What follows belongs to an exercise in optimizing a design on an open flow for small area and a short achievable clock period; a production flow would make more cautious choices. In this exercise RTL edits were held to simulation tests only and were not proved equivalent to the original. Power and IR drop assume default switching activity.

Design bombGameTop, start of the top module:
module bombGameTop (
	input logic DIV_CLK,
	input logic reset,
	input logic gameTick,
	input logic [9:0] stick0X,
	input logic [9:0] stick0Y,
	input logic bomb0,
	input logic [9:0] stick1X,
	input logic [9:0] stick1Y,
	input logic bomb1,
	input logic [9:0] pixelX,
	input logic [9:0] pixelY,
	input logic pixelActive,
	output logic vgaR,
	output logic vgaG,
	output logic vgaB
);
	logic up0, down0, left0, right0;
	logic up1, down1, left1, right1;
	logic avatar0, bombHit0, blastHit0;
	logic avatar1, bombHit1, blastHit1;
	logic [4:0] rowPix;
	logic [4:0] colPix;
	logic rowSpan;
	logic colSpan;
	assign rowPix[0] = bombPkg::inRange(pixelY, 10'd10, 10'd54);
	assign rowPix[1] = bombPkg::inRange(pixelY, 10'd114, 10'd158);
	assign rowPix[2] = bombPkg::inRange(pixelY, 10'd218, 10'd262);
	assign rowPix[3] = bombPkg::inRange(pixelY, 10'd322, 10'd366);
	assign rowPix[4] = bombPkg::inRange(pixelY, 10'd426, 10'd470);
	assign colPix[0] = bombPkg::inRange(pixelX, 10'd9, 10'd69);
  ...
Settings: LEC_CHECK=0, CAP_MARGIN=20, CORE_MARGIN=2, CORE_UTILIZATION=40, SLEW_MARGIN=20; clock period 14.0 ns.
standard.sh (not shown) runs the stock make flow with config.mk's settings and CLKGATE_MAP_FILE= SYNTH_SCRIPT=/design/flow/synth_recipe.tcl, a recipe that flattens the netlist after the stock synthesis.
==> flow/flow/run.sh <==
#!/bin/bash
# Own layout flow. Synthesis is the standard synthesis script, run with
# an area-recovering ABC script (flow/abc.script in place of ORFS's
# abc_speed.script, in a private copy of ORFS's scripts folder), adders left
# to ABC (no Kogge-Stone map, no full-adder cells). Registers are mapped
# before ABC runs, so they are the standard synthesis's. Floorplan, power
# grid, tap cells, placement, CTS and routing are the standard flow,
# with the extra make variables in flow/vars.txt (one per line).
set -euo pipefail
WORK=$PWD
rm -rf "$WORK/synth_scripts"
cp -r "$FLOW_HOME/scripts" "$WORK/synth_scripts"
cp flow/abc.script "$WORK/synth_scripts/abc_speed.script"
bash standard.sh SCRIPTS_DIR="$WORK/synth_scripts" SYNTH_OPERATIONS_ARGS=-booth ADDER_MAP_FILE= synth > synth_flow.log 2>&1
VARS=()
if [[ -f flow/vars.txt ]]; then
	while read -r line; do
		[[ -n "$line" ]] && VARS+=("$line")
	done < flow/vars.txt
fi
bash standard.sh "${VARS[@]}" finish > layout_flow.log 2>&1
==> flow/flow/abc.script <==
strash
&get -n
&fraig -x
&put
scorr
dc2
strash
&get -n
&dch -f
&nf -R 1000
&put
==> flow/flow/vars.txt <==
SETUP_SLACK_MARGIN=9
BUFFER_PORTS_ARGS=-buffer_cell sky130_fd_sc_hd__buf_2
CTS_BUF_LIST=sky130_fd_sc_hd__clkbuf_8
==> next run, changes <==
==> flow/flow/vars.txt (replaced) <==
SETUP_SLACK_MARGIN=9
BUFFER_PORTS_ARGS=-buffer_cell sky130_fd_sc_hd__buf_2
CORE_UTILIZATION=60
PLACE_DENSITY=0.7
Combinational power hardly moves.
Global-route usage grows by 9.6 points.
Final area came out higher by 0.95%.
First-iteration DRC count increases by 3.6%.
Critical path depth grows by 3.
Cell count went down by 5.6%.
Maximum frequency is about the same.
Sequential share of layout area decreases by 0.20 points.
Worst hold slack loses 0.018 ns.
Via count goes up by 3.1%.
Non-clock buffer count drops by 1.
==> next run, changes <==
==> flow/flow/vars.txt (replaced) <==
SETUP_SLACK_MARGIN=9.5
BUFFER_PORTS_ARGS=-buffer_cell sky130_fd_sc_hd__buf_2
- synthesized cell count is unchanged
- clock skew is about the same
- via count is about the same
- cell count went up by 8.2%
- count of clock-buffer cells in the layout decreases by 2
- wire length climbs by 8.9%
- critical path depth is unchanged
- die area goes up by 48%
==> next run, changes <==
==> flow/flow/vars.txt (replaced) <==
SETUP_SLACK_MARGIN=9.25
BUFFER_PORTS_ARGS=-buffer_cell sky130_fd_sc_hd__buf_2
=> Via count shrinks by 1.6%; final cell count drops by 0.47%; critical path depth came out lower by 2; core utilization went down by 1.5 points; cell area came out lower by 2.9%; global-route usage decreases by 1.1 points; count of clock-buffer cells in the layout stays the same; routed wire length went down by 3.5%; worst setup slack loses 0.076 ns; combinational power hardly moves; sequential share of layout area went up by 0.59 points.
==> next run, changes <==
==> flow/flow/vars.txt (replaced) <==
SETUP_SLACK_MARGIN=9
BUFFER_PORTS_ARGS=-buffer_cell sky130_fd_sc_hd__buf_2
CAP_MARGIN=0
SLEW_MARGIN=0
Cell count came out lower by 1.4%.
Area after synthesis stays the same.
Final area came out lower by 4.7%.
Core utilization came out lower by 2.3 points.
Synthesized cell count does not change.
Worst hold slack is about the same.
Power came out lower by 6.7%.
Wire length came out lower by 0.88%.
Sequential share of layout area came out higher by 0.99 points.

-- afterwards: timing with drivers on the ports --
Ports are ideal in the flow. The routed layouts listed here were re-timed in OpenROAD. Step 1, drivers: a clkbuf_16 drives DIV_CLK and a buf_2 each remaining input, both assumed. Step 2 moves the port delays by t, midway between the first and last clock arrival at a register: inputs arrive t later, outputs are due t later. That takes back most of the time a late clock gives input paths. Slacks: ideal ports / drivers / drivers and shift; pairs: ideal ports / drivers.
| run | t (ns) | setup WS [ns] | cell pins on the clock port's net |
|---|---|---|---|
| the first run | 0.432 | 9.023 / 9.040 / 8.608 | 1 |
| the second run | 0.404 | 9.029 / 9.030 / 8.626 | 1 |
| the third run | 0.406 | 9.198 / 9.145 / 8.739 | 1 |
| the fourth run | 0.404 | 9.123 / 9.123 / 8.718 | 1 |
| the fifth run | 0.410 | 9.052 / 9.061 / 8.651 | 1 |
After both steps setup and hold are still met in every run listed. The setup slack of the third run, which loses most, moves by -0.053 ns with the drivers and by -0.459 ns with both steps.
